This design comes from an exercise in tuning for small area on the open sky130 flow, not from production work. Where RTL was checked, it was by simulation tests only, not by an equivalence proof against the original. Function not checked in runs 2 to 4: the RTL went through the layout flow alone. Power figures rest on the tool's default switching activity, not on a simulated workload.

===== flow/config.mk =====
export PLATFORM = sky130hd
export DESIGN_NAME = output_gather
export DESIGN_NICKNAME = output_gather
export VERILOG_FILES = /design/flow/design.v
export SDC_FILE = /design/flow/constraint.sdc
export NUM_CORES = 4
export LEC_CHECK = 0
export CAP_MARGIN = 10
export CORE_AREA = 10 10 410 410
export DIE_AREA = 0 0 420 420
export SLEW_MARGIN = 10

===== flow/constraint.sdc =====
create_clock -name core_clock -period 5.0 [get_ports {clk}]
set_input_delay 1.0000 -clock core_clock [delete_from_list [all_inputs] [get_ports {clk}]]
set_output_delay 1.0000 -clock core_clock [all_outputs]
set_load 0.01 [all_outputs]

===== flow/design.v =====
package tpu_pkg;
  localparam int TPU_N      = 8;
  localparam int TPU_DATA_W = 16;
  typedef enum logic {COLLECT, FULL} gather_state_t;
endpackage
module gather_lane
#(
  parameter int N      = tpu_pkg::TPU_N,
  parameter int DATA_W = tpu_pkg::TPU_DATA_W,
  parameter int CW     = $clog2(N + 1)
) (
  input  logic                     clk,
  input  logic                     reset,
  input  logic                     zero,       
  input  logic                     take,       
  input  logic [DATA_W-1:0]        data,
  output logic                     lane_full,  
  output logic                     overrun,
  output logic [N-1:0][DATA_W-1:0] elems
);
  logic [CW-1:0] cnt;
  logic          acc;
  assign acc       = take && !cnt[CW-1];
  assign overrun   = take && cnt[CW-1];
  assign lane_full = cnt[CW-1];
  always_ff @(posedge clk) begin
    if (reset || zero) cnt <= '0;
    else if (acc)      cnt <= cnt + CW'(1);
  end
  logic [1:0] en;
  assign en[1] = acc;
  assign en[0] = acc && cnt[2];
  for (genvar r = 0; r < N; r++) begin : g_row
    always_ff @(posedge clk) begin
      if (en[r / 4])
        elems[r] <= (r == N - 1) ? data : elems[(r + 1) % N];
    end
  end
endmodule
module output_gather
#(
  parameter int N      = tpu_pkg::TPU_N,
  parameter int DATA_W = tpu_pkg::TPU_DATA_W
) (
  input  logic                  clk,
  input  logic                  reset,
  input  logic                  clear,
  input  logic [N-1:0]          lane_valid,
  input  logic [N*DATA_W-1:0]   lane_data,
  output logic                  in_ready,
  output logic                  mat_valid,
  input  logic                  mat_ready,
  output logic [N*N*DATA_W-1:0] c_mat,
  output logic                  err
);
  logic                             full;    
  logic                             zero;
  logic [N-1:0]                     take;
  logic [N-1:0]                     lane_full_now;
  logic [N-1:0]                     overrun;
  logic [N-1:0][N-1:0][DATA_W-1:0]  lane_elems;
  assign in_ready  = !full;
  assign mat_valid = full;
  assign zero      = clear || (full && mat_ready);
  assign take      = lane_valid & {N{!full && !clear}};
  gather_lane #(.N(N), .DATA_W(DATA_W)) u_lane [N-1:0] (
    .clk       (clk),
    .reset     (reset),
    .zero      (zero),
    .take      (take),
    .data      (lane_data),
    .lane_full (lane_full_now),
    .overrun   (overrun),
    .elems     (lane_elems)
  );
  for (genvar c = 0; c < N; c++) begin : g_col
    for (genvar r = 0; r < N; r++) begin : g_row
      assign c_mat[(r*N+c)*DATA_W +: DATA_W] = lane_elems[c][r];
    end
  end
  assign full = &lane_full_now;
  always_ff @(posedge clk) begin
    if (reset) err <= 1'b0;
    else if (!clear && ((|overrun) || ((|lane_valid) && full)))
      err <= 1'b1;
  end
endmodule

===== flow/flow/run.sh =====
#!/bin/bash
# Standard ORFS layout, with the smallest buffer on the ports and no CTS dummy loads.
set -euo pipefail
export BUFFER_PORTS_ARGS="-buffer_cell sky130_fd_sc_hd__buf_1"
export CTS_ARGS="-sink_clustering_enable -repair_clock_nets -dont_use_dummy_load -buf_list sky130_fd_sc_hd__clkbuf_16 -sink_clustering_size 30 -sink_clustering_max_diameter 130"
bash standard.sh > standard.log 2>&1

===== flow/standard.sh =====
#!/bin/bash
# synth_recipe.tcl (not shown) runs the flow's synth.tcl, then flattens the netlist and writes it again
# the make line also repeats each setting of config.mk as NAME=value (left out here)
make -C /OpenROAD-flow-scripts/flow DESIGN_CONFIG=/design/flow/config.mk WORK_HOME=/design/flow/orfs CLKGATE_MAP_FILE= SYNTH_SCRIPT=/design/flow/synth_recipe.tcl "${@:-finish}"

==> results of run 1 <==
logic make-up (layout without fill, tap and decap cells):
kind of cell             after synthesis  count (layout)  synth area share
AND/OR/NAND/NOR                       62              62            0.0120
AO/OA/AOI/OAI                         15              15           0.00364
other                                  0               4                 0
buffers and inverters                  7            1229           0.00174
multiplexers                           8               8           0.00248
XOR/XNOR                              16              16           0.00434
flip-flops                          1057            1057             0.973
adder cells (fa/ha/maj)                8               8           0.00310
registers in the layout, indices dropped and copies added, names as in the netlist:
signal and flops:
u_lane.elems 1024, u_lane.cnt 32, err 1
power by group:
part / switching [mW] / internal, mW / leakage (nW)
combinational: 0.321 / 0.101 / 1.74
clock: 2.63 / 1.62 / 0.555
sequential: 0.149 / 9.84 / 9.67
Yosys cell counts (2+ instances only):
| cell | count |
|---|---|
| and2_1 | 7 |
| inv_1 | 3 |
| xor2_1 | 8 |
| a22oi_1 | 2 |
| nand4_1 | 2 |
| mux2i_1 | 8 |
| nand2_1 | 8 |
| nor2_1 | 30 |
| dfxtp_1 | 33 |
| edfxtp_1 | 1024 |
| xnor2_1 | 8 |
| nor3b_4 | 7 |
| nor4_1 | 2 |
| ha_1 | 8 |
| buf_6 | 4 |
| a31oi_1 | 8 |
| nor2_2 | 3 |
final timing paths:
| path | to | slack [ps] |
|---|---|---|
| max | mat_valid | 1880 |
| min | u_lane[4].elems[86] | 400 |
| max reg2reg | u_lane[7].elems[4] | 2470 |
| min reg2reg | u_lane[4].elems[86] | 400 |
layer usage:
metal  global-route usage  vias to the layer above  wire (microns)
li1                     -                     7086               -
met4               0.0411                        8            3950
met2                0.221                      978           62400
met3               0.0555                      134           14100
met5                    0                        -              53
met1                0.143                     8649           42700
cell type report:
| cell class | count | area [sq um] | share of cell area |
|---|---|---|---|
| multi-input combinational | 109 | 846 | 0.0209 |
| inverter | 3 | 11.3 | 0.000278 |
| clock buffer | 45 | 1130 | 0.0278 |
| sequential | 1057 | 31400 | 0.776 |
| tap | 2072 | 2590 | 0.0640 |
| timing repair buffer | 1181 | 4490 | 0.111 |
| antenna | 4 | 10.0 | 0.000247 |
==> impl_metrics.csv, run 1 <==
group,metric,value,unit
status,status,"timing/DRC/antenna clean",
cells_and_area,nFillCells,16216,
yosys,ys_seq_elements,1057,
cts,cts_buffer_depth,3,
yosys,async_flop_share,0,
cells_and_area,fin_area,40500,sq um
timing,slew_viol_final,0,
grt,grt_pass1_vias,16676,
worst_hold_path,min_from,"u_lane[4].elems[102]",
timing,worst_slew_pin_slew,1060,ps
cts,insertion_delay,670,ps
pwr,p_leak,12.0,nW
cts,cts-root-buf,"clkbuf_16",
yosys,syn_area,32300,sq um
critical_path,cp-start-kind,"register",
flow_run,cap_viol_max_count,0,
cts,cts_tree,"yes",
critical_path,crit_path_end_kind,"output port",
timing,whs,401,ps
floorplanning,io_pins,1167,
worst_hold_path,min_path_type,"reg2reg",
yosys,synth_top_area_frac,0.952,
yosys,synthCells,1173,
placement,dp_cells,4422,
timing,worst_slack,1880,ps
critical_path,max_stage_delay,690,ps
timing,finalCritPeriodShare,0.623,
timing,rsz0062_at_grt,"false",
timing,finalCriticalPeriod,3120,ps
cts,postCtsSetupRepairBufs,0,
cells_and_area,fin_util,0.255,
routing,drt_iter0_drc,1807,
cells_and_area,areaGrowthSynthToFinish,25.4,%
timing,finClkSkew,116,ps
routing,routed_via_density,3.77,
floorplanning,std_cell_rows,146,
placement,dp_hpwl,99.9,mm
cts,numCtsBuffers,45,
critical_path,worstPathRequired,4000,ps
routing,drt-pass1-iter-count,8,
pwr,peakVddDrop,0.317,mV
grt,grt_max_degree,68,
cts,clkTransAtPathRegs,100,ps
grt,gr-total-overflow,0,
floorplanning,die-area,176000,sq um
timing,relSlewSlack,0.290,
critical_path,crit_chain,"nand4_1, nor2_2, buf_1",
floorplanning,die_w,420,microns
timing,hold_viol_final,0,
grt,grt_pass1_wl,156,mm
routing,num_vias,16855,
yosys,ys_seq_area_frac,0.973,
cts,cts_resized,0,
placement,gp_congestion,0.896,
routing,ant_nets,0,
cts,postCtsHoldBufs,0,
critical_path,rr_worst_depth,3,
worst_hold_path,holdPathStages,0,
cts,cts_max_level,2,
yosys,syn_avg_cell_area,27.5,sq um
routing,wl,123,mm
routing,drc,0,
cells_and_area,stdcell_count,4471,
critical_path,crit_arrival,2120,ps
yosys,synth_nets,1321,
critical_path,crit_slowest_cell,"dfxtp_1",
critical_path,critical_path_class,"reg2out",
yosys,synth_area_leader_cell,"edfxtp_1",
critical_path,critical_path.top_delay_family,"flip-flops",
timing,clock.fmax,321,MHz
floorplanning,core_area,159000,sq um
critical_path,critPathBufInv,1,
cells_and_area,drive_gt1_frac,0.0334,
floorplanning,start_util,0.203,
pwr,cellPowerDensity,362,nW/um^2
grt,grt.total_usage,0.129,
cells_and_area,final_cell_mix,"1,166 x buf_1, 1,024 x edfxtp_1, 45 x clkbuf_16, 33 x dfxtp_1, 30 x nor2_1",
cells_and_area,layout_commonest_cell,"buf_1",
placement,placed_area,39300,sq um
yosys,synth_top_flop_cell,"edfxtp_1",
timing,fin_setup_tns,0,ps
timing,setup_viol,0,
pwr,finalPower,14.7,mW
cts,cts.sinks,1057,
critical_path,critPathMaxFanout,5,
grt,antenna_found_initial,13,
placement,place_ws,1660,ps
critical_path,worst-path-stages,3,
critical_path,rr_startpoint,"u_lane[7].cnt[3]",
cells_and_area,fin_nets,2545,
yosys,synthTopCellsByArea,"edfxtp_1 95%, dfxtp_1 2.0%, nor3b_4 0.41%",
yosys,synth-edff-count,1024,
yosys,yosys_warnings,2,
yosys,ys_types,25,
routing,wl_per_cell,27.6,microns
critical_path,worstSetupStartpoint,"u_lane[7].cnt[3]",
placement,portBuffers,1166,
floorplanning,die_h,420,microns
==> inputs of run 2 (changes only) <==
--- a/flow/design.v
+++ b/flow/design.v
@@ -27,12 +27,14 @@
     if (reset || zero) cnt <= '0;
     else if (acc)      cnt <= cnt + CW'(1);
   end
-  logic [1:0] en;
-  assign en[1] = acc;
-  assign en[0] = acc && cnt[2];
+  logic [3:0] en;
+  assign en[3] = acc;
+  assign en[2] = acc && (cnt[2] || cnt[1]);
+  assign en[1] = acc && cnt[2];
+  assign en[0] = acc && cnt[2] && cnt[1];
   for (genvar r = 0; r < N; r++) begin : g_row
     always_ff @(posedge clk) begin
-      if (en[r / 4])
+      if (en[r / 2])
         elems[r] <= (r == N - 1) ? data : elems[(r + 1) % N];
     end
   end
==> run 2 against run 1 <==
Effect of this change:
- wire length rose by 4.9%
- flip-flop and latch count did not move
- sequential share of layout area down 0.28 points
- clock skew is 19 ps lower
- register-to-register slack better by 30 ps
- via count rose by 2.8%
- clock power is 2% lower
- critical endpoint is now in_ready
==> impl_metrics.csv, run 2 <==
group,metric,value,unit
flow_run,cap_viol_max_count,0,
cells_and_area,areaGrowthSynthToFinish,25.2,%
yosys,synth_top_flop_cell,"edfxtp_1",
cts,cts_resized,0,
status,status,"timing/DRC/antenna clean",
pwr,cellPowerDensity,352,nW/um^2
floorplanning,io_pins,1167,
yosys,synthAdderAreaFrac,0.00308,
cts,postCtsHoldBufs,0,
timing,rsz0062_at_grt,"false",
timing,fin_setup_tns,0,ps
grt,grt_pass1_vias,17109,
critical_path,crit_arrival,2180,ps
grt,grt_pass1_wl,162,mm
yosys,synth-simple-area-share,0.0152,
yosys,synth_top_area_frac,0.948,
cells_and_area,largest_reg_flops,1024,
yosys,synth_compound_gate_area_share,0.00521,
critical_path,cp-start-kind,"register",
timing,whs,397,ps
routing,drc,0,
floorplanning,core_area,159000,sq um
placement,portBuffers,1166,
placement,gp_congestion,0.942,
routing,ant_nets,0,
pwr,p_leak,11.9,nW
yosys,synth-edff-count,1024,
yosys,synthCells,1189,
yosys,ys_seq_elements,1057,
cells_and_area,layout_commonest_cell,"buf_1",
yosys,syn_area,32400,sq um
yosys,syn_avg_cell_area,27.3,sq um
grt,grt.total_usage,0.135,
critical_path,max_stage_delay,770,ps
routing,num_vias,17335,
yosys,synth_commonest_cells,"1,024 x edfxtp_1, 33 x dfxtp_1, 25 x nor2_1",
yosys,synth_top_family_by_area,"simple AND/OR/NAND/NOR gates",
grt,gr-total-overflow,0,
floorplanning,die_h,420,microns
yosys,ys_types,28,
timing,slew_viol_final,0,
yosys,yosysMostFrequentCell,"edfxtp_1",
placement,dp_hpwl,107,mm
routing,drt-pass1-iter-count,5,
timing,worst_slew_pin_slew,1040,ps
timing,setup_viol,0,
yosys,synth_mux_area_frac,0.00247,
cells_and_area,fin_area,40600,sq um
timing,finalCritPeriodShare,0.635,
routing,routed_via_density,3.86,
cts,insertion_delay,660,ps
pwr,peakVddDrop,0.318,mV
routing,drt_iter0_drc,1991,
routing,wl_per_cell,28.8,microns
timing,finClkSkew,97.3,ps
cts,clkTransAtPathRegs,110,ps
cts,cts_buffer_depth,3,
yosys,async_flop_share,0,
critical_path,crit_slowest_cell,"dfxtp_1",
cts,postCtsSetupRepairBufs,0,
cells_and_area,drive_gt1_frac,0.0406,
timing,clock.fmax,315,MHz
cells_and_area,fin_nets,2563,
yosys,ys_seq_area_frac,0.968,
cts,cts.sinks,1057,
timing,relSlewSlack,0.304,
yosys,yosys_warnings,2,
floorplanning,start_util,0.204,
critical_path,worstPathRequired,4000,ps
critical_path,crit_path_end_kind,"output port",
critical_path,critPathMaxFanout,5,
cells_and_area,largest_registers,"u_lane.elems x1024, u_lane.cnt x32, err x1",
routing,wl,129,mm
floorplanning,die-area,176000,sq um
critical_path,critical_path_class,"reg2out",
grt,grt_max_degree,38,
cells_and_area,largest-register,"u_lane.elems",
cells_and_area,stdcell_count,4491,
yosys,synth_xor_area_frac,0.00432,
floorplanning,die_w,420,microns
timing,hold_viol_final,0,
cts,cts-root-buf,"clkbuf_16",
critical_path,critPathBufInv,2,
cells_and_area,final_cell_mix,"1,165 x buf_1, 1,024 x edfxtp_1, 44 x clkbuf_16, 33 x dfxtp_1, 25 x nor2_1",
yosys,synthTopCellsByArea,"edfxtp_1 95%, dfxtp_1 2.0%, nor3b_4 0.40%",
cells_and_area,fin_util,0.256,
worst_hold_path,min_path_type,"reg2reg",
critical_path,critical_path.top_delay_family,"flip-flops",
critical_path,crit_chain,"nand4_1, nor2_2, inv_1, buf_1",
grt,antenna_found_initial,30,
cts,cts_max_level,2,
placement,dp_cells,4441,
cts,numCtsBuffers,44,
timing,finalCriticalPeriod,3180,ps
cts,cts_tree,"yes",
floorplanning,std_cell_rows,146,
yosys,synth_area_leader_cell,"edfxtp_1",
yosys,synth_nets,1337,
placement,placed_area,39500,sq um
run 2: through the flow:
step | setup WS [ps] | total power [mW]
after floorplan | 1070 | 10.1
after global placement | 1470 | 10.4
after detailed placement | 1470 | 10.4
after CTS | 1800 | 14.5
after global routing | 1690 | 14.8
final | 1820 | 14.3
run 2: area by class of cell:
| type | count | area (sq um) |
|---|---|---|
| diodes | 6 | 15.0 |
| clock buffers | 44 | 1100 |
| fillers | 16133 | 118000 |
| inverters | 3 | 11.3 |
| multi-input cells | 125 | 991 |
| flip-flops and latches | 1057 | 31400 |
| well taps | 2072 | 2590 |
| repair buffers | 1184 | 4510 |
run 2: metal layers:
| layer | routed length (microns) | up-vias | global-route usage | share of wire |
|---|---|---|---|---|
| met1 | 42200 | 8873 | 0.142 | 0.33 |
| li1 | - | 7152 | - | - |
| met4 | 4640 | 34 | 0.0463 | 0.036 |
| met5 | 216 | - | 0 | 0.0017 |
| met2 | 66200 | 1088 | 0.239 | 0.51 |
| met3 | 15900 | 188 | 0.0607 | 0.12 |
run 2: power by group:
group / switching (mW) / total (mW) / internal, mW
registers: 0.111 / 9.85 / 9.74
clock network: 2.57 / 4.15 / 1.59
logic: 0.233 / 0.314 / 0.0812
total: 2.91 / 14.3 / 11.4
run 2: logic make-up after synthesis:
| kind of cell | after synthesis |
|---|---|
| multiplexers | 8 |
| AND/OR/NAND/NOR | 70 |
| flip-flops | 1057 |
| adder cells (fa/ha/maj) | 8 |
| XOR/XNOR | 16 |
| AO/OA/AOI/OAI | 23 |
| buffers and inverters | 7 |
run 2: path summary, 6_finish.rpt:
check | start | endpoint | slack [ps] | cells past startpoint
setup / recovery | u_lane[5].cnt[3] | in_ready | 1820 | 4
hold / removal | u_lane[5].elems[81] | u_lane[5].elems[65] | 400 | 0
setup reg to reg | u_lane[5].cnt[3] | u_lane[5].elems[25] | 2500 | 3
hold reg to reg | u_lane[5].elems[81] | u_lane[5].elems[65] | 400 | 0
==> inputs of run 3 (changes only) <==
--- a/flow/design.v
+++ b/flow/design.v
@@ -27,14 +27,16 @@
     if (reset || zero) cnt <= '0;
     else if (acc)      cnt <= cnt + CW'(1);
   end
-  logic [3:0] en;
-  assign en[3] = acc;
-  assign en[2] = acc && (cnt[2] || cnt[1]);
-  assign en[1] = acc && cnt[2];
-  assign en[0] = acc && cnt[2] && cnt[1];
+  logic [N-1:0] live;
+  always_comb begin
+    live = '0;
+    for (int k = 0; k < N; k++)
+      if (cnt == CW'(k))
+        for (int r = N - 1 - k; r < N; r++) live[r] = 1'b1;
+  end
   for (genvar r = 0; r < N; r++) begin : g_row
     always_ff @(posedge clk) begin
-      if (en[r / 2])
+      if (acc && live[r])
         elems[r] <= (r == N - 1) ? data : elems[(r + 1) % N];
     end
   end
==> flow/flow/run.sh (replaced) <==
#!/bin/bash
# Standard ORFS layout, with the smallest buffer on the ports and no CTS dummy loads.
set -euo pipefail
export BUFFER_PORTS_ARGS="-buffer_cell sky130_fd_sc_hd__buf_1"
export CTS_ARGS="-sink_clustering_enable -repair_clock_nets -dont_use_dummy_load -buf_list sky130_fd_sc_hd__clkbuf_16 -sink_clustering_size 28 -sink_clustering_max_diameter 100"
bash standard.sh > standard.log 2>&1
--- a/flow/config.mk
+++ b/flow/config.mk
@@ -5,7 +5,7 @@
 export SDC_FILE = /design/flow/constraint.sdc
 export NUM_CORES = 4
 export LEC_CHECK = 0
-export CAP_MARGIN = 10
+export CAP_MARGIN = 0
 export CORE_AREA = 10 10 410 410
 export DIE_AREA = 0 0 420 420
-export SLEW_MARGIN = 10
+export SLEW_MARGIN = 0
==> run 3 against run 2 <==
Effect of this change:
- still clean on timing, DRC and antenna
- synthesized area increased by 2.9%
- global-route usage increased by 1.8 points
- sequential power shrank 1%
- highest routed layer unchanged
- critical endpoint is now mat_valid
- non-clock buffer count rose by 26
- largest power group unchanged
- clock skew down 18 ps
- worst hold slack worse by 10 ps
- count of clock-buffer cells in the layout increased by 5
- worst setup slack lost 250 ps
- combinational power fell by 18%
- power is 0.22% higher
- first-iteration DRC count grew 36%
==> impl_metrics.csv, run 3 <==
group,metric,value,unit
critical_path,rr_startpoint,"u_lane[1].cnt[3]",
yosys,async_flop_share,0,
worst_hold_path,min_path_type,"reg2reg",
timing,relSlewSlack,0.243,
yosys,syn_avg_cell_area,24.5,sq um
yosys,synth_nets,1537,
routing,routed_via_density,4.10,
grt,grt_pass1_vias,18467,
timing,clock.fmax,292,MHz
floorplanning,die_w,420,microns
yosys,synth_xor_area_frac,0.00420,
floorplanning,std_cell_rows,146,
floorplanning,core_area,159000,sq um
routing,drt-pass1-iter-count,5,
cts,cts.sinks,1057,
routing,wl,145,mm
cts,postCtsHoldBufs,0,
placement,gp_congestion,0.967,
grt,grt_pass1_wl,183,mm
floorplanning,start_util,0.210,
timing,finalCriticalPeriod,3430,ps
flow_run,cap_viol_max_count,0,
cts,postCtsSetupRepairBufs,0,
yosys,synth_compound_gate_area_share,0.00996,
cts,cts-root-buf,"clkbuf_16",
critical_path,worstPathRequired,4000,ps
cells_and_area,areaGrowthSynthToFinish,25.5,%
cells_and_area,fin_nets,2789,
floorplanning,die_h,420,microns
yosys,synth_top_area_frac,0.921,
floorplanning,io_pins,1167,
critical_path,critical_path_class,"reg2out",
yosys,ys_seq_area_frac,0.940,
routing,drt_iter0_drc,2698,
grt,grt_max_degree,33,
status,status,"timing/DRC/antenna clean",
cells_and_area,largest_registers,"u_lane.elems x1024, u_lane.cnt x32, err x1",
placement,placed_area,40700,sq um
worst_hold_path,min_from,"u_lane[5].elems[108]",
cells_and_area,fin_util,0.264,
critical_path,crit_path_end_kind,"output port",
yosys,synth-simple-area-share,0.0284,
cts,cts_max_level,2,
yosys,synthTopCellsByArea,"edfxtp_1 92%, dfxtp_1 2.0%, ha_1 1.2%",
critical_path,critPathMaxFanout,8,
timing,finClkSkew,79.0,ps
grt,grtUsageMet2,0.234,
cts,clkTransAtPathRegs,110,ps
timing,finalCritPeriodShare,0.685,
critical_path,worstSetupStartpoint,"u_lane[1].cnt[3]",
timing,slew_viol_final,0,
cells_and_area,final_cell_mix,"1,165 x buf_1, 1,024 x edfxtp_1, 56 x nor2_1, 49 x clkbuf_16, 44 x buf_4",
yosys,yosysMostFrequentCell,"edfxtp_1",
cts,numCtsBuffers,49,
yosys,synth_top_flop_cell,"edfxtp_1",
yosys,synth_commonest_cells,"1,024 x edfxtp_1, 58 x nor2_1, 33 x dfxtp_1, 32 x ha_1",
cells_and_area,drive_gt1_frac,0.0574,
grt,antenna_found_initial,24,
routing,num_vias,19234,
grt,grt_busiest_layer,"met2",
cts,insertion_delay,660,ps
placement,portBuffers,1166,
routing,drc,0,
critical_path,crit_arrival,2430,ps
timing,hold_viol_final,0,
yosys,ys_types,43,
yosys,synthAdderAreaFrac,0.0120,
cells_and_area,layout_commonest_cell,"buf_1",
pwr,p_leak,12.5,nW
cells_and_area,largest-register,"u_lane.elems",
grt,gr-total-overflow,0,
pwr,cellPowerDensity,342,nW/um^2
grt,grt_util_met1,0.210,
yosys,synth_top_family_by_area,"simple AND/OR/NAND/NOR gates",
cts,cts_buffer_depth,3,
cts,cts_tree,"yes",
timing,worst_slew_pin_slew,1130,ps
timing,rsz0062_at_grt,"false",
yosys,synth_mux_area_frac,0,
floorplanning,die-area,176000,sq um
yosys,ys_seq_elements,1057,
timing,whs,387,ps
routing,ant_nets,0,
yosys,synth-edff-count,1024,
timing,setup_viol,0,
routing,wl_per_cell,30.8,microns
pwr,peakVddDrop,0.297,mV
cells_and_area,nFillCells,16148,
critical_path,cp-start-kind,"register",
grt,grt.total_usage,0.153,
placement,dp_hpwl,123,mm
yosys,syn_area,33400,sq um
timing,fin_setup_tns,0,ps
cells_and_area,fin_area,41900,sq um
yosys,synth_area_leader_cell,"edfxtp_1",
grt,met3_usage,0.0476,
yosys,synthCells,1365,
cells_and_area,largest_reg_flops,1024,
cts,cts_resized,0,
yosys,yosys_warnings,2,
## run 3: cell types whose count changed in the layout (fill, tap and decap cells not counted), moves of 5 or more
cell / change
and3_4: -7
clkbuf_16: +5
nor2_2: +21
nor3_1: +12
nor2_1: +31
ha_1: +24
and2_2: -7
inv_1: +24
a21oi_1: +10
buf_4: +26
a21oi_2: +5
nand2_1: +19
and3_1: +11
mux2i_1: -8
## run 3: logic make-up after synthesis
| logic type | after synthesis |
|---|---|
| adder cells (fa/ha/maj) | 32 |
| AO/OA/AOI/OAI | 52 |
| XOR/XNOR | 16 |
| buffers and inverters | 36 |
| flip-flops | 1057 |
| AND/OR/NAND/NOR | 172 |
## run 3: per-layer routing
metal	share of wire	wire length [microns]	up-vias
met2	0.46	65800	1213
met1	0.42	60600	10083
met3	0.10	15100	134
li1	-	-	7792
met4	0.021	2960	12
met5	0.00054	78	-
## run 3: final cells by class
class / instances / area [sq um] / share of cell area
multi-input cells: 272 / 1880 / 0.0449
inverters: 27 / 101 / 0.00242
well taps: 2072 / 2590 / 0.0618
flip-flops and latches: 1057 / 31400 / 0.749
clock buffers: 49 / 1230 / 0.0292
repair buffers: 1210 / 4710 / 0.112
diodes: 3 / 7.51 / 0.000179
## run 3: power breakdown
group          leakage, nW  switching [mW]  total, mW  internal [mW]
registers             9.52          0.0632       9.72           9.66
logic                 2.34           0.189      0.259         0.0699
clock network        0.604            2.61       4.36           1.75
## run 3: final timing paths
path         slack (ps)  cells past startpoint                   to
min reg2reg         390                      0  u_lane[5].elems[92]
max                1570                      3            mat_valid
max reg2reg        2440                      4  u_lane[2].elems[96]
min                 390                      0  u_lane[5].elems[92]
## run 3: through the flow
step,std cells,power [mW],worst slack [ps]
final,4690,14.3,1570
after global placement,4638,10.2,1420
after floorplan,1365,9.98,1740
after detailed placement,4638,10.2,1370
after global routing,4687,14.8,1310
after CTS,4687,14.5,1350
## run 3: worst max-delay path, stage by stage (launching register included)
cell	delay [ps]
dfxtp_1	840
nand4_2	230
nor2_4	340
buf_1	340
==> inputs of run 4 (changes only) <==
==> flow/design.v (replaced) <==
package tpu_pkg;
  localparam int TPU_N      = 8;
  localparam int TPU_DATA_W = 16;
  typedef enum logic {COLLECT, FULL} gather_state_t;
endpackage
module gather_lane
#(
  parameter int N      = tpu_pkg::TPU_N,
  parameter int DATA_W = tpu_pkg::TPU_DATA_W,
  parameter int CW     = $clog2(N + 1)
) (
  input  logic                     clk,
  input  logic                     reset,
  input  logic                     clear,
  input  logic                     hs,
  input  logic                     beat,
  input  logic                     in_ready,
  input  logic [DATA_W-1:0]        data,
  output logic                     lane_full,
  output logic                     overrun,
  output logic [N-1:0][DATA_W-1:0] elems
);
  logic [CW-1:0]     cnt;
  logic              take;
  logic              acc;
  logic [DATA_W-1:0] store;
  assign take    = beat && in_ready && !clear;
  assign acc     = take && (cnt < CW'(N));
  assign overrun = take && (cnt == CW'(N));
  assign lane_full = (cnt == CW'(N)) || (acc && (cnt == CW'(N - 1)));
  assign store = data;
  always_ff @(posedge clk or posedge reset) begin
    if (reset)           cnt <= '0;
    else if (clear || hs) cnt <= '0;
    else if (acc)        cnt <= cnt + CW'(1);
  end
  always_ff @(posedge clk or posedge reset) begin
    if (reset) begin
      elems <= '0;
    end else begin
      for (int r = 0; r < N; r++)
        if (acc && (cnt == CW'(r))) elems[r] <= store;
    end
  end
endmodule
module output_gather
#(
  parameter int N      = tpu_pkg::TPU_N,
  parameter int DATA_W = tpu_pkg::TPU_DATA_W
) (
  input  logic                  clk,
  input  logic                  reset,
  input  logic                  clear,
  input  logic [N-1:0]          lane_valid,
  input  logic [N*DATA_W-1:0]   lane_data,
  output logic                  in_ready,
  output logic                  mat_valid,
  input  logic                  mat_ready,
  output logic [N*N*DATA_W-1:0] c_mat,
  output logic                  err
);
  tpu_pkg::gather_state_t           state, state_nxt;
  logic                             in_rdy;
  logic                             hs;
  logic [N-1:0]                     lane_full;
  logic [N-1:0]                     overrun;
  logic [N-1:0][N-1:0][DATA_W-1:0]  lane_elems;
  assign in_rdy        = (state == tpu_pkg::COLLECT);
  assign hs            = (state == tpu_pkg::FULL) && mat_ready;
  assign in_ready  = in_rdy;
  assign mat_valid = (state == tpu_pkg::FULL);
  gather_lane #(.N(N), .DATA_W(DATA_W)) u_lane [N-1:0] (
    .clk       (clk),
    .reset     (reset),
    .clear     (clear),
    .hs        (hs),
    .beat      (lane_valid),
    .in_ready  (in_rdy),
    .data      (lane_data),
    .lane_full (lane_full),
    .overrun   (overrun),
    .elems     (lane_elems)
  );
  for (genvar c = 0; c < N; c++) begin : g_col
    for (genvar r = 0; r < N; r++) begin : g_row
      assign c_mat[(r*N+c)*DATA_W +: DATA_W] = lane_elems[c][r];
    end
  end
  always_ff @(posedge clk or posedge reset) begin
    if (reset) state <= tpu_pkg::COLLECT;
    else       state <= state_nxt;
  end
  always_comb begin
    state_nxt = state;
    if (clear) begin
      state_nxt = tpu_pkg::COLLECT;
    end else begin
      case (state)
        tpu_pkg::COLLECT: if (&lane_full)    state_nxt = tpu_pkg::FULL;
        tpu_pkg::FULL:    if (mat_ready) state_nxt = tpu_pkg::COLLECT;
        default:                    state_nxt = tpu_pkg::COLLECT;
      endcase
    end
  end
  always_ff @(posedge clk or posedge reset) begin
    if (reset) err <= 1'b0;
    else if (!clear && ((|overrun) || ((|lane_valid) && !in_rdy)))
      err <= 1'b1;
  end
endmodule
==> flow/run.sh (new file) <==
#!/bin/bash
# synth_recipe.tcl (not shown) runs the flow's synth.tcl, then flattens the netlist and writes it again
# the make line also repeats each setting of config.mk as NAME=value (left out here)
make -C /OpenROAD-flow-scripts/flow DESIGN_CONFIG=/design/flow/config.mk WORK_HOME=/design/flow/orfs CLKGATE_MAP_FILE= SYNTH_SCRIPT=/design/flow/synth_recipe.tcl finish
--- a/flow/config.mk
+++ b/flow/config.mk
@@ -5,7 +5,7 @@
 export SDC_FILE = /design/flow/constraint.sdc
 export NUM_CORES = 4
 export LEC_CHECK = 0
-export CAP_MARGIN = 0
+export CAP_MARGIN = 20
 export CORE_AREA = 10 10 410 410
 export DIE_AREA = 0 0 420 420
-export SLEW_MARGIN = 0
+export SLEW_MARGIN = 20
removed: flow/flow/run.sh
removed: flow/standard.sh
==> run 4 against run 3 <==
Effect of this change:
- wire length increased by 13%
- largest cell class unchanged
- worst setup slack lost 65 ps
- register-to-register slack lost 490 ps
- worst hold slack gained 110 ps
- flip-flop and latch count up 1
- highest routed layer unchanged
==> impl_metrics.csv, run 4 <==
group,metric,value,unit
floorplanning,core_area,159000,sq um
yosys,ys_seq_elements,1058,
cts,insertion_delay,770,ps
critical_path,rrSetupSlack,1950,ps
pwr,p_leak,26.9,nW
pwr,seq_power_share,0.428,
critical_path,crit_path_end_kind,"register",
yosys,synth_top_flop_cell,"dfrtp_1",
critical_path,worstPathRequired,5630,ps
timing,relSlewSlack,0.258,
yosys,synthTopCellsByArea,"dfrtp_1 66%, mux2_2 28%, ha_1 1.0%",
yosys,synth-edff-count,0,
worst_hold_path,min_path_type,"reg2reg",
cells_and_area,fin_nets,3861,
pwr,power.switching,6.19,mW
cells_and_area,stdcell_count,5865,
critical_path,max_stage_delay,720,ps
yosys,synth_commonest_cells,"1,058 x dfrtp_1, 1,010 x mux2_2, 73 x nand2_1, 67 x clkbuf_1, 37 x nor2_1",
yosys,synthCells,2426,
status,status,"timing/DRC/antenna clean",
cts,postCtsSetupRepairBufs,0,
critical_path,crit_chain,"clkdlybuf4s50_1, buf_4, nor4b_4, nor2b_1, nand2_1, mux2_2",
yosys,ys_types,34,
routing,drt_iter0_drc,1282,
cts,postCtsHoldBufs,0,
placement,dp_hpwl,123,mm
yosys,synth_area_leader_cell,"dfrtp_1",
timing,slew_viol_final,0,
yosys,ys_seq_area_frac,0.663,
pwr,comb_power_share,0.183,
timing,setup_viol,0,
cts,cts_tree,"yes",
timing,rsz0062_at_grt,"false",
placement,placed_area,54400,sq um
pwr,cell_internal_pwr,17.1,mW
critical_path,crit_arrival,4120,ps
critical_path,rr_startpoint,"state",
timing,hold_viol_final,0,
timing,finalCritPeriodShare,0.698,
placement,portBuffers,1166,
timing,clock.fmax,286,MHz
cells_and_area,largest-register,"u_lane.elems",
cells_and_area,final_cell_mix,"1,166 x clkdlybuf4s50_1, 1,058 x dfrtp_1, 1,010 x mux2_2, 118 x clkbuf_16, 73 x nand2_1",
flow_run,cap_viol_max_count,0,
cts,cts_max_level,3,
yosys,async_flop_share,1.00,
grt,grt_pass1_vias,26918,
cells_and_area,fin_area,58500,sq um
grt,antenna_found_initial,28,
routing,wl_per_cell,27.7,microns
grt,gr-total-overflow,0,
grt,grt_pass1_wl,221,mm
timing,finClkSkew,60.4,ps
grt,grt.total_usage,0.176,
routing,num_vias,25927,
routing,ant_nets,0,
routing,drc,0,
cts,clkTransAtPathRegs,60,ps
floorplanning,std_cell_rows,146,
placement,gp_congestion,0.811,
yosys,yosysMostFrequentCell,"dfrtp_1",
cells_and_area,largest_registers,"u_lane.elems x1024, u_lane.cnt x32",
routing,wl,163,mm
worst_hold_path,min_to,"u_lane[7].elems[56]",
critical_path,critPathMaxFanout,16,
critical_path,crit_slowest_cell,"clkdlybuf4s50_1",
routing,routed_via_density,4.42,
timing,finalCriticalPeriod,3490,ps
yosys,synth_nets,2598,
critical_path,critical_path_class,"in2reg",
critical_path,r2r-end,"u_lane[0].elems[40]",
worst_hold_path,holdPathStages,1,
floorplanning,die_w,420,microns
timing,worst_slew_pin_slew,1110,ps
floorplanning,die-area,176000,sq um
yosys,synth_top_area_frac,0.663,
yosys,syn_area,39900,sq um
cts,cts.sinks,1058,
cts,cts_buffer_depth,3,
floorplanning,die_h,420,microns
worst_hold_path,min_from,"u_lane[7].elems[56]",
placement,dp_cells,5640,
cts,cts-root-buf,"clkbuf_16",
routing,drt-pass1-iter-count,7,
cts,cts_resized,0,
pwr,peakVddDrop,0.315,mV
timing,fin_setup_tns,0,ps
yosys,syn_avg_cell_area,16.5,sq um
grt,grt_max_degree,150,
cells_and_area,layout_commonest_cell,"clkdlybuf4s50_1",
cells_and_area,drive_gt1_frac,0.338,
pwr,power.clock.fraction,0.389,
floorplanning,io_pins,1167,
floorplanning,start_util,0.252,
cells_and_area,largest_reg_flops,1024,
pwr,sw_frac_of_total,0.265,
cts,numCtsBuffers,118,
critical_path,rr_worst_depth,4,
pwr,cellPowerDensity,398,nW/um^2
yosys,yosys_warnings,2,
critical_path,cp-start-kind,"input pin",
cells_and_area,areaGrowthSynthToFinish,46.6,%
## run 4: area by class of cell
| type | instances | area [sq um] |
|---|---|---|
| fill | 15216 | 100000 |
| sequential | 1058 | 26500 |
| multi-input combinational | 1263 | 13000 |
| timing repair buffer | 1229 | 12200 |
| clock buffer | 177 | 3510 |
| tap | 2072 | 2590 |
| clock inverter | 44 | 582 |
| inverter | 19 | 75.1 |
| antenna | 3 | 7.51 |
## run 4: kinds of logic after synthesis
kind of cell,after synthesis,synth area share
xor gates and xnor gates,8,0.00175
and+or+nand+nor,163,0.0207
AOI/OAI and AO/OA,36,0.00536
muxes,1024,0.289
adders and majority gates,32,0.0100
DFF,1058,0.663
buffers and inverters,105,0.0103
## run 4: routing by layer
| layer | GRT usage | share of wire |
|---|---|---|
| met1 | 0.193 | 0.37 |
| met2 | 0.315 | 0.52 |
| met3 | 0.0511 | 0.068 |
| met4 | 0.0722 | 0.040 |
| met5 | 0 | 0.00083 |
## run 4: metrics by stage
step	util	power, mW	hold slack, ps	setup WS [ps]
6_report	0.369	23.3	493	1510
3_5_place_dp	0.343	14.5	481	511
5_1_grt	0.369	24.2	508	1250
3_3_place_gp	0.343	14.4	475	579
2_1_floorplan	-	11.6	497	-10590
4_1_cts	0.369	23.7	494	1320
## run 4: worst max-delay path by stage
stage | end | startpoint | slack (ps)
2_1_floorplan | err | reset | -10590
3_3_place_gp | u_lane[1].elems[21] | clear | 580
3_5_place_dp | u_lane[1].elems[23] | clear | 510
4_1_cts | in_ready | state | 1320
5_1_grt | u_lane[6].elems[55] | clear | 1250
6_report | u_lane[6].elems[23] | clear | 1510
## run 4: power by group through the flow
stage | logic, mW | registers (mW) | clock network, mW
CTS | 4.38 | 9.99 | 9.35
global placement | 4.33 | 10.1 | 0
detailed placement | 4.37 | 10.1 | 0
floorplan | 1.04 | 10.5 | 0
finish | 4.26 | 9.99 | 9.07
global route | 4.48 | 10.1 | 9.67
## run 4: worst max-delay path: cells and delay by family
kind | cells | cell delay (ps)
multiplexers | 1 | 520
AND/OR/NAND/NOR | 3 | 1520
buffers and inverters | 2 | 1040

==> what the ideal ports hide <==
Ports are ideal in the flow. The routed layouts listed here were re-timed in OpenROAD. Step 1 assumes that a clkbuf_16 drives the clock port and a buf_2 every other input. Step 2 times the ports against the registers' clock, not the clock port: input delays grow and output delays shrink by t, the midpoint of the rising clock arrivals with the driver on. Three values: no drivers, after step 1, after step 2; two values: the first two.
run	t (ns)	setup slack, ns	worst hold slack (ns)	worst slew at a driven data input, ns
run 1	0.706	1.884 / 1.801 / 1.663	0.401 / 0.401 / 0.401	0.16
run 2	0.684	1.823 / 1.749 / 1.399	0.397 / 0.397 / 0.397	0.24
run 3	0.694	1.573 / 1.500 / 1.396	0.387 / 0.387 / 0.387	0.36
run 4	0.812	1.509 / 1.454 / 0.672	0.493 / 0.493 / 0.493	0.22
After both steps every run listed still meets setup and hold. For run 4, which loses most, drivers alone change the setup slack by -0.055 ns; drivers and shift together by -0.837 ns.
